This is an optimization exercise on Yosys and OpenROAD, whose aim is small area, a short achievable clock period and few clock cycles, not a production implementation. Only simulation tests tie the RTL to the original design; equivalence was not proved. Power figures rest on the tool's default switching activity, not on a simulated workload.

==> inputs of trial 46 <==
==> flow/design.v <==
package r4k_pkg;
  typedef enum logic [2:0] {
    OP_MULT  = 3'd0,
    OP_MULTU = 3'd1,
    OP_DIV   = 3'd2,
    OP_DIVU  = 3'd3,
    OP_MTHI  = 3'd4,
    OP_MTLO  = 3'd5
  } muldiv_op_e;
endpackage
module r4k_muldiv_unit #(
  parameter int              XLEN     = 64,
  parameter int              MUL_BITS = 4,
  parameter logic [XLEN-1:0] START_HI = '0,
  parameter logic [XLEN-1:0] START_LO = '0
) (
  input  logic            clk,
  input  logic            reset,
  input  logic            start_valid,
  output logic            start_ready,
  input  logic [2:0]      op,
  input  logic            op_word,
  input  logic            kill,
  input  logic [XLEN-1:0] rs_value,
  input  logic [XLEN-1:0] rt_value,
  output logic [XLEN-1:0] hi_out,
  output logic [XLEN-1:0] lo_out,
  output logic            busy,
  output logic            done
);
  localparam int TW = 74;    
  logic m_mul, m_corr, m_nega, m_div, m_negr, m_negq, m_norm;
  logic [63:0] hi_r, lo_r;   
  logic        pend;         
  logic        mt_done;
  logic [65:0] h;           
  logic [63:0] l;           
  logic [63:0] x;           
  logic [6:0]  cnt;
  logic        sg;          
  logic        wd;          
  logic        dv;          
  logic        sh;          
  logic        corr;        
  logic        aneg;        
  logic        qneg;        
  function automatic logic [6:0] lzc64(input logic [63:0] v);
    logic [63:0] zf;
    logic [6:0]  c [64];
    for (int i = 0; i < 64; i++) begin
      zf[i] = !v[i];
      c[i]  = 7'd0;
    end
    for (int k = 1; k <= 6; k++) begin
      for (int j = 0; j < (64 >> k); j++) begin
        c[j]  = zf[2*j+1] ? (7'(1 << (k-1)) + c[2*j]) : c[2*j+1];
        zf[j] = zf[2*j+1] && zf[2*j];
      end
    end
    lzc64 = zf[0] ? 7'd64 : c[0];
  endfunction
  logic        accept, is_mul, is_div, is_mt, is_sg;
  logic [63:0] a_ext, b_ext;
  logic        a_neg, b_neg, a_short, b_short, use_b, m_short;
  logic [1:0]  a_cost, b_cost;
  logic [63:0] lval;
  logic [6:0]  lza_in, lzd_in;
  logic [63:0] mcand, mplier;
  always_comb begin
    is_mul = (op == 3'd0) || (op == 3'd1);
    is_div = (op == 3'd2) || (op == 3'd3);
    is_mt  = (op == 3'd4) || (op == 3'd5);
    is_sg  = (op == 3'd0) || (op == 3'd2);
    accept = start_valid && start_ready && !kill && (op <= 3'd5);
    if (op_word) begin
      a_ext = is_sg ? {{32{rs_value[31]}}, rs_value[31:0]} : {32'b0, rs_value[31:0]};
      b_ext = is_sg ? {{32{rt_value[31]}}, rt_value[31:0]} : {32'b0, rt_value[31:0]};
    end else begin
      a_ext = rs_value;
      b_ext = rt_value;
    end
    a_neg   = is_sg && a_ext[63];
    b_neg   = is_sg && b_ext[63];
    a_short = is_sg ? ((a_ext[63:31] == '0) || (a_ext[63:31] == '1)) : (a_ext[63:32] == '0);
    b_short = is_sg ? ((b_ext[63:31] == '0) || (b_ext[63:31] == '1)) : (b_ext[63:32] == '0);
    a_cost  = {!a_short, !is_sg && (a_short ? a_ext[31] : a_ext[63])};
    b_cost  = {!b_short, !is_sg && (b_short ? b_ext[31] : b_ext[63])};
    use_b   = (b_cost <= a_cost);
    m_short = op_word || b_short || a_short;
    lval    = op_word ? {a_ext[31:0], 32'b0} : a_ext;
    lza_in  = lzc64(a_neg ? ~lval : lval);
    lzd_in  = lzc64(b_neg ? ~b_ext : b_ext);
    mcand   = use_b ? a_ext : b_ext;
    mplier  = use_b ? b_ext : a_ext;
  end
  localparam logic [TW-1:0] KC = TW'(0) - (TW'(1) << 65) - (TW'(1) << 65) - (TW'(1) << 67)
                                 - (TW'(1) << 69) - (TW'(1) << 71);
  logic [65:0]   ra, x66;
  logic [TW-1:0] row_a, pp0, pp1, pp2, pp3, negs, tsum;
  logic [3:0]    dneg, dpos1, dtwo;
  logic          cin;
  logic [3:0]    dp_r, dt_r, dn_r;    
  logic          cin_r;
  logic          ra_h, ra_nl;          
  logic [TW-1:0] s1, c1, s2, c2, s3, c3, s4, c4;
  function automatic logic [65:0] ppsel(input logic [65:0] xv, input logic one, input logic two,
                                        input logic neg);
    logic [65:0] m;
    m = (one ? xv : 66'b0) | (two ? {xv[64:0], 1'b0} : 66'b0);
    ppsel = neg ? ~m : m;
  endfunction
  function automatic logic [TW-1:0] urow(input logic [65:0] v);
    urow = TW'({~v[65], v[64:0]});
  endfunction
  always_comb begin
    x66 = {{2{sg && x[63]}}, x};
    dpos1 = dp_r;
    dtwo  = dt_r;
    dneg  = dn_r;
    cin   = cin_r;
    ra = ({66{ra_h}} & h)
       | ({66{m_div}} & {1'b0, h[63:0], l[63]})
       | ({66{m_negr}} & ~{2'b0, h[63:0]})
       | ({66{ra_nl}} & ~{2'b0, l});
    row_a = urow(ra);
    pp0  = urow(ppsel(x66, dpos1[0], dtwo[0], dneg[0]));
    pp1  = urow(ppsel(x66, dpos1[1], dtwo[1], dneg[1])) << 2;
    pp2  = urow(ppsel(x66, dpos1[2], dtwo[2], dneg[2])) << 4;
    pp3  = urow(ppsel(x66, dpos1[3], dtwo[3], dneg[3])) << 6;
    negs = KC;
    negs[0] = dneg[0] | cin;
    negs[2] = dneg[1];
    negs[4] = dneg[2];
    negs[6] = dneg[3];
    s1 = row_a ^ pp0 ^ pp1;
    c1 = ((row_a & pp0) | (row_a & pp1) | (pp0 & pp1)) << 1;
    s2 = pp2 ^ pp3 ^ negs;
    c2 = ((pp2 & pp3) | (pp2 & negs) | (pp3 & negs)) << 1;
    s3 = s1 ^ c1 ^ s2;
    c3 = ((s1 & c1) | (s1 & s2) | (c1 & s2)) << 1;
    s4 = s3 ^ c3 ^ c2;
    c4 = ((s3 & c3) | (s3 & c2) | (c3 & c2)) << 1;
    tsum = s4 + c4;
  end
  function automatic logic [63:0] rotl64(input logic [63:0] v, input logic [5:0] s);
    logic [63:0] r;
    r = v;
    for (int k = 0; k < 6; k++) begin
      if (s[k]) r = (r << (1 << k)) | (r >> (64 - (1 << k)));
    end
    rotl64 = r;
  endfunction
  logic [63:0] rot, lowm;
  logic [6:0]  lza_r, lzd_r;    
  logic        bz_r;            
  logic [7:0]  zsum;
  logic [5:0]  zsh;
  logic        xzero, tge;
  always_comb begin
    xzero = bz_r;
    zsum = {1'b0, lza_r} + 8'd63 - {1'b0, lzd_r} - {7'b0, aneg};
    if (xzero || (!zsum[7] && zsum[6:0] >= cnt)) zsh = 6'(cnt - 7'd1);
    else if (zsum[7]) zsh = 6'd0;
    else zsh = zsum[5:0];
    rot = rotl64(l, zsh);
    for (int i = 0; i < 64; i++) lowm[i] = (6'(i) < zsh);
    tge = !tsum[TW-1];
  end
  logic [65:0] h_nx;
  logic [63:0] l_nx;
  logic [6:0]  cnt_nx;
  logic        last;       
  logic        nx_mul, nx_corr, nx_nega, nx_norm, nx_div, nx_negr, nx_negq;
  logic [7:0]  nbyte;
  logic [2:0]  nbsel [4];
  logic [3:0]  ndp, ndt, ndn;
  logic        ncin;
  always_comb begin
    h_nx   = h;
    l_nx   = l;
    cnt_nx = cnt;
    if (m_mul) begin
      h_nx   = tsum[73:8];
      l_nx   = {tsum[7:0], l[63:8]};
      cnt_nx = cnt - 7'd1;
    end
    if (m_corr || m_negr) h_nx = tsum[65:0];
    if (m_nega || m_negq) l_nx = tsum[63:0];
    if (m_norm) begin
      h_nx   = {2'b0, rot & lowm};
      l_nx   = rot & ~lowm;
      cnt_nx = cnt - {1'b0, zsh};
    end
    if (m_div) begin
      h_nx   = tge ? {2'b0, tsum[63:0]} : {2'b0, h[62:0], l[63]};
      l_nx   = {l[62:0], tge};
      cnt_nx = cnt - 7'd1;
    end
    last = (m_mul && cnt == 7'd1 && !corr) || m_corr
        || (m_div && cnt == 7'd1 && !aneg && !qneg)
        || (m_negr && !qneg) || m_negq;
    nx_mul  = m_mul && cnt != 7'd1;
    nx_corr = m_mul && cnt == 7'd1 && corr;
    nx_nega = 1'b0;
    nx_norm = m_nega;
    nx_div  = m_norm || (m_div && cnt != 7'd1);
    nx_negr = m_div && cnt == 7'd1 && aneg;
    nx_negq = (m_div && cnt == 7'd1 && !aneg && qneg) || (m_negr && qneg);
    if (accept) begin
      nx_mul  = is_mul;
      nx_nega = is_div && a_neg;
      nx_norm = is_div && !a_neg;
    end
    if (kill) begin
      {nx_mul, nx_corr, nx_nega, nx_div, nx_negr, nx_negq, nx_norm} = '0;
    end
    nbyte = accept ? mplier[7:0] : l[15:8];
    nbsel[0] = {nbyte[1:0], accept ? 1'b0 : l[7]};
    nbsel[1] = nbyte[3:1];
    nbsel[2] = nbyte[5:3];
    nbsel[3] = nbyte[7:5];
    for (int i = 0; i < 4; i++) begin
      ndp[i] = (nbsel[i][1] ^ nbsel[i][0]) && nx_mul;
      ndt[i] = ((nbsel[i][2] & ~nbsel[i][1] & ~nbsel[i][0]) | (~nbsel[i][2] & nbsel[i][1] & nbsel[i][0])) && nx_mul;
      ndn[i] = (nbsel[i][2] & ~(nbsel[i][1] & nbsel[i][0])) && nx_mul;
    end
    ndp[0] = ndp[0] || nx_corr || nx_div;
    ndn[0] = ndn[0] || (nx_div && !(sg && x[63]));
    ncin   = nx_nega || nx_negr || nx_negq;
  end
  logic [63:0] res_hi, res_lo;
  always_comb begin
    if (dv) begin
      res_hi = wd ? {{32{h[31]}}, h[31:0]} : h[63:0];
      res_lo = xzero ? '1 : (wd ? {{32{l[31]}}, l[31:0]} : l);
    end else if (wd) begin
      res_hi = {{32{h[31]}}, h[31:0]};
      res_lo = {{32{l[63]}}, l[63:32]};
    end else if (sh) begin
      res_hi = {{30{h[65]}}, h[65:32]};
      res_lo = {h[31:0], l[63:32]};
    end else begin
      res_hi = h[63:0];
      res_lo = l;
    end
  end
  assign hi_out      = pend ? res_hi : hi_r;
  assign lo_out      = pend ? res_lo : lo_r;
  assign busy        = m_mul || m_corr || m_nega || m_div || m_negr || m_negq || m_norm;
  assign start_ready = !busy;
  assign done        = mt_done || (last && !kill);
  always_ff @(posedge clk or posedge reset) begin
    if (reset) begin
      {m_mul, m_corr, m_nega, m_div, m_negr, m_negq, m_norm} <= '0;
      {dp_r, dt_r, dn_r, cin_r} <= '0;
      {ra_h, ra_nl} <= '0;
      mt_done <= 1'b0;
      pend    <= 1'b0;
      hi_r    <= START_HI;
      lo_r    <= START_LO;
    end else begin
      {m_mul, m_corr, m_nega, m_div, m_negr, m_negq, m_norm} <=
        {nx_mul, nx_corr, nx_nega, nx_div, nx_negr, nx_negq, nx_norm};
      {dp_r, dt_r, dn_r, cin_r} <= {ndp, ndt, ndn, ncin};
      {ra_h, ra_nl} <= {nx_mul || nx_corr, nx_nega || nx_negq};
      mt_done <= accept && is_mt;
      if (accept) begin
        pend <= 1'b0;
        if (pend) begin
          hi_r <= res_hi;
          lo_r <= res_lo;
        end
        if (op == 3'd4) hi_r <= rs_value;
        if (op == 3'd5) lo_r <= rs_value;
      end else if (last && !kill) begin
        pend <= 1'b1;
      end
    end
  end
  always_ff @(posedge clk) begin
    if (accept && !is_mt) begin
      sg   <= is_sg;
      wd   <= op_word;
      dv   <= is_div;
      aneg <= a_neg;
      qneg <= (a_neg ^ b_neg) && (b_ext != '0);
      h    <= '0;
      if (is_div) begin
        x    <= b_ext;
        l    <= lval;
        lza_r <= lza_in;
        lzd_r <= lzd_in;
        bz_r  <= (b_ext == '0);
        cnt  <= op_word ? 7'd32 : 7'd64;
        sh   <= 1'b0;
        corr <= 1'b0;
      end else begin
        x    <= mcand;
        l    <= mplier;
        sh   <= m_short;
        cnt  <= m_short ? 7'd4 : 7'd8;
        corr <= !is_sg && (m_short ? mplier[31] : mplier[63]);
      end
    end else begin
      h   <= h_nx;
      l   <= l_nx;
      cnt <= cnt_nx;
    end
  end
endmodule
==> flow/run.sh <==
#!/bin/bash
# synth_recipe.tcl (not shown) runs the flow's synth.tcl, then flattens the netlist and writes it again
# the make line also repeats each setting of config.mk as NAME=value (left out here)
make -C /OpenROAD-flow-scripts/flow DESIGN_CONFIG=/design/flow/config.mk WORK_HOME=/design/flow/orfs CLKGATE_MAP_FILE= SYNTH_SCRIPT=/design/flow/synth_recipe.tcl finish
==> flow/config.mk <==
export PLATFORM = sky130hd
export DESIGN_NAME = r4k_muldiv_unit
export DESIGN_NICKNAME = r4k_muldiv_unit
export VERILOG_FILES = /design/flow/design.v
export SDC_FILE = /design/flow/constraint.sdc
export NUM_CORES = 4
export LEC_CHECK = 0
export CAP_MARGIN = 20
export CORE_MARGIN = 2
export CORE_UTILIZATION = 40
export SETUP_SLACK_MARGIN = 5
export SLEW_MARGIN = 20
export TNS_END_PERCENT = 10
==> flow/constraint.sdc <==
create_clock -name core_clock -period 11.0 [get_ports {clk}]
set_input_delay 2.2000 -clock core_clock [delete_from_list [all_inputs] [get_ports {clk}]]
set_output_delay 2.2000 -clock core_clock [all_outputs]
set_load 0.01 [all_outputs]
==> trial 73: changes against trial 46 <==
--- a/flow/design.v
+++ b/flow/design.v
@@ -101,7 +101,6 @@
   logic          cin;
   logic [3:0]    dp_r, dt_r, dn_r;    
   logic          cin_r;
-  logic          ra_h, ra_nl;          
   logic [TW-1:0] s1, c1, s2, c2, s3, c3, s4, c4;
   function automatic logic [65:0] ppsel(input logic [65:0] xv, input logic one, input logic two,
                                         input logic neg);
@@ -118,10 +117,10 @@
     dtwo  = dt_r;
     dneg  = dn_r;
     cin   = cin_r;
-    ra = ({66{ra_h}} & h)
+    ra = ({66{m_mul || m_corr}} & h)
        | ({66{m_div}} & {1'b0, h[63:0], l[63]})
        | ({66{m_negr}} & ~{2'b0, h[63:0]})
-       | ({66{ra_nl}} & ~{2'b0, l});
+       | ({66{m_negq || m_nega}} & ~{2'b0, l});
     row_a = urow(ra);
     pp0  = urow(ppsel(x66, dpos1[0], dtwo[0], dneg[0]));
     pp1  = urow(ppsel(x66, dpos1[1], dtwo[1], dneg[1])) << 2;
@@ -253,7 +252,6 @@
     if (reset) begin
       {m_mul, m_corr, m_nega, m_div, m_negr, m_negq, m_norm} <= '0;
       {dp_r, dt_r, dn_r, cin_r} <= '0;
-      {ra_h, ra_nl} <= '0;
       mt_done <= 1'b0;
       pend    <= 1'b0;
       hi_r    <= START_HI;
@@ -262,7 +260,6 @@
       {m_mul, m_corr, m_nega, m_div, m_negr, m_negq, m_norm} <=
         {nx_mul, nx_corr, nx_nega, nx_div, nx_negr, nx_negq, nx_norm};
       {dp_r, dt_r, dn_r, cin_r} <= {ndp, ndt, ndn, ncin};
-      {ra_h, ra_nl} <= {nx_mul || nx_corr, nx_nega || nx_negq};
       mt_done <= accept && is_mt;
       if (accept) begin
         pend <= 1'b0;
Settings changed: CORE_UTILIZATION 40 to 70, TNS_END_PERCENT 10 to unset.
==> trial 84: changes against trial 46 <==
--- a/flow/design.v
+++ b/flow/design.v
@@ -101,7 +101,6 @@
   logic          cin;
   logic [3:0]    dp_r, dt_r, dn_r;    
   logic          cin_r;
-  logic          ra_h, ra_nl;          
   logic [TW-1:0] s1, c1, s2, c2, s3, c3, s4, c4;
   function automatic logic [65:0] ppsel(input logic [65:0] xv, input logic one, input logic two,
                                         input logic neg);
@@ -118,10 +117,10 @@
     dtwo  = dt_r;
     dneg  = dn_r;
     cin   = cin_r;
-    ra = ({66{ra_h}} & h)
+    ra = ({66{m_mul || m_corr}} & h)
        | ({66{m_div}} & {1'b0, h[63:0], l[63]})
        | ({66{m_negr}} & ~{2'b0, h[63:0]})
-       | ({66{ra_nl}} & ~{2'b0, l});
+       | ({66{m_negq || m_nega}} & ~{2'b0, l});
     row_a = urow(ra);
     pp0  = urow(ppsel(x66, dpos1[0], dtwo[0], dneg[0]));
     pp1  = urow(ppsel(x66, dpos1[1], dtwo[1], dneg[1])) << 2;
@@ -253,7 +252,6 @@
     if (reset) begin
       {m_mul, m_corr, m_nega, m_div, m_negr, m_negq, m_norm} <= '0;
       {dp_r, dt_r, dn_r, cin_r} <= '0;
-      {ra_h, ra_nl} <= '0;
       mt_done <= 1'b0;
       pend    <= 1'b0;
       hi_r    <= START_HI;
@@ -262,7 +260,6 @@
       {m_mul, m_corr, m_nega, m_div, m_negr, m_negq, m_norm} <=
         {nx_mul, nx_corr, nx_nega, nx_div, nx_negr, nx_negq, nx_norm};
       {dp_r, dt_r, dn_r, cin_r} <= {ndp, ndt, ndn, ncin};
-      {ra_h, ra_nl} <= {nx_mul || nx_corr, nx_nega || nx_negq};
       mt_done <= accept && is_mt;
       if (accept) begin
         pend <= 1'b0;
Settings changed: TNS_END_PERCENT 10 to unset.
==> build 17: changes against trial 46 <==
--- a/flow/design.v
+++ b/flow/design.v
@@ -101,7 +101,6 @@
   logic          cin;
   logic [3:0]    dp_r, dt_r, dn_r;    
   logic          cin_r;
-  logic          ra_h, ra_nl;          
   logic [TW-1:0] s1, c1, s2, c2, s3, c3, s4, c4;
   function automatic logic [65:0] ppsel(input logic [65:0] xv, input logic one, input logic two,
                                         input logic neg);
@@ -118,10 +117,10 @@
     dtwo  = dt_r;
     dneg  = dn_r;
     cin   = cin_r;
-    ra = ({66{ra_h}} & h)
+    ra = ({66{m_mul || m_corr}} & h)
        | ({66{m_div}} & {1'b0, h[63:0], l[63]})
        | ({66{m_negr}} & ~{2'b0, h[63:0]})
-       | ({66{ra_nl}} & ~{2'b0, l});
+       | ({66{m_negq || m_nega}} & ~{2'b0, l});
     row_a = urow(ra);
     pp0  = urow(ppsel(x66, dpos1[0], dtwo[0], dneg[0]));
     pp1  = urow(ppsel(x66, dpos1[1], dtwo[1], dneg[1])) << 2;
@@ -253,7 +252,6 @@
     if (reset) begin
       {m_mul, m_corr, m_nega, m_div, m_negr, m_negq, m_norm} <= '0;
       {dp_r, dt_r, dn_r, cin_r} <= '0;
-      {ra_h, ra_nl} <= '0;
       mt_done <= 1'b0;
       pend    <= 1'b0;
       hi_r    <= START_HI;
@@ -262,7 +260,6 @@
       {m_mul, m_corr, m_nega, m_div, m_negr, m_negq, m_norm} <=
         {nx_mul, nx_corr, nx_nega, nx_div, nx_negr, nx_negq, nx_norm};
       {dp_r, dt_r, dn_r, cin_r} <= {ndp, ndt, ndn, ncin};
-      {ra_h, ra_nl} <= {nx_mul || nx_corr, nx_nega || nx_negq};
       mt_done <= accept && is_mt;
       if (accept) begin
         pend <= 1'b0;
==> run summary <==
                                                                                                     build 17                trial 46             trial 84        trial 73
Overall die height                                                                                   359.8 µm                361.6 µm             359.8 µm        273.0 µm
Sort of element at the end of the critical path                                                     flip-flop               flip-flop            flip-flop               -
Most Frequent Cell on Critical Path                                                    sky130_fd_sc_hd__buf_4  sky130_fd_sc_hd__buf_4                    -               -
Layout area overhead                                                                                   22.99%                  23.11%               30.89%               -
Post-synth design cell area                                                                         50650 µm²               51150 µm²            50650 µm²       50650 µm²
Met3 Wirelength                                                                                      59690 µm                57340 µm             60770 µm               -
Largest power group                                                                       combinational cells     combinational cells  combinational cells               -
Seq group                                                                                             2600 µW                 2550 µW              2580 µW               -
Clock-pin slew reported for the worst setup and hold paths after clock tree synthesis                   60 ps                   60 ps                70 ps               -
Minimum setup slack among reg-to-reg paths                                                            4440 ps                 4460 ps              4490 ps               -
Area taken by flip-flops and latches                                                                 9867 µm²                9906 µm²             9869 µm²               -
TritonCTS clock tree                                                                                     done                    done                 done               -
Largest cell class by area                                                                  multi-input gates       multi-input gates    multi-input gates               -
Area fraction of the dominant cell type after synthesis                                               0.09487                  0.1235              0.09487         0.09487
Compound-Gate Fraction of Synth Area                                                                   0.2831                  0.2590               0.2831          0.2831
Total power of the final layout                                                                      14240 µW                13310 µW             15690 µW               -
Run status                                                                           timing/DRC/antenna clean  timing/DRC/antenna clean  timing/DRC/antenna clean  did not finish
Last stage reached                                                                                          -                       -                    -         5_1_grt
Violation count after the first detailed-route iteration                                               11.58k                  10.13k               11.77k               -
Highest fanout seen on the critical path                                                                   39                      41                    6               -
Maximum clock skew at final layout                                                                   66.85 ps                41.09 ps             47.63 ps               -
Average cell area after synthesis                                                                   7.662 µm²               7.788 µm²            7.662 µm²       7.662 µm²
Kind of path behind the tightest hold check                                                        reg -> reg              reg -> reg           reg -> reg               -
Share of the synthesized netlist area taken by xor and xnor gates                                     0.05862                 0.05941              0.05862         0.05862
Uppermost routed layer                                                                                   met5                    met5                 met5               -
Summed negative setup slack over all endpoints                                                           0 ps                    0 ps                 0 ps               -
Number of remaining DRC errors                                                                              0                       0                    0               -
Hold violation count in the final report                                                                    0                       0                    0               -
Testbench counts of trial 46, summed over its fixed seeds: cycles 19,904.
Testbench counts of trial 73, summed over its fixed seeds: cycles 19,904.
Testbench counts of trial 84, summed over its fixed seeds: cycles 19,904.
Testbench counts of build 17, summed over its fixed seeds: cycles 19,904.

re-timing with driven ports:
No port has a modelled driver above. Below, the same layouts with a new extraction and two added sets of constraints. Step 1 sets driving cells, clkbuf_16 on the clock port and buf_2 on the other inputs (assumed; they add their load-dependent delay and slew). Step 2, shift: input delay + t, output delay - t, t = (earliest + latest rising clock arrival at the registers) / 2. This alone moves slack from input paths to output paths. a / b / c = no drivers / after step 1 / after step 2; a / b = the first two.
| run | t, ns | slack for setup (ns) | worst slew at a driven data input, ns |
|---|---|---|---|
| trial 46 | 0.780 | 4.462 / 4.462 / 3.877 | 0.32 |
| trial 84 | 0.744 | 4.495 / 4.495 / 4.193 | 0.08 |
| build 17 | 0.760 | 4.444 / 4.444 / 3.965 | 0.08 |
After both steps every run listed still meets setup and hold. For trial 46, which loses most, drivers alone change the setup slack by 0.000 ns; drivers and shift together by -0.585 ns.
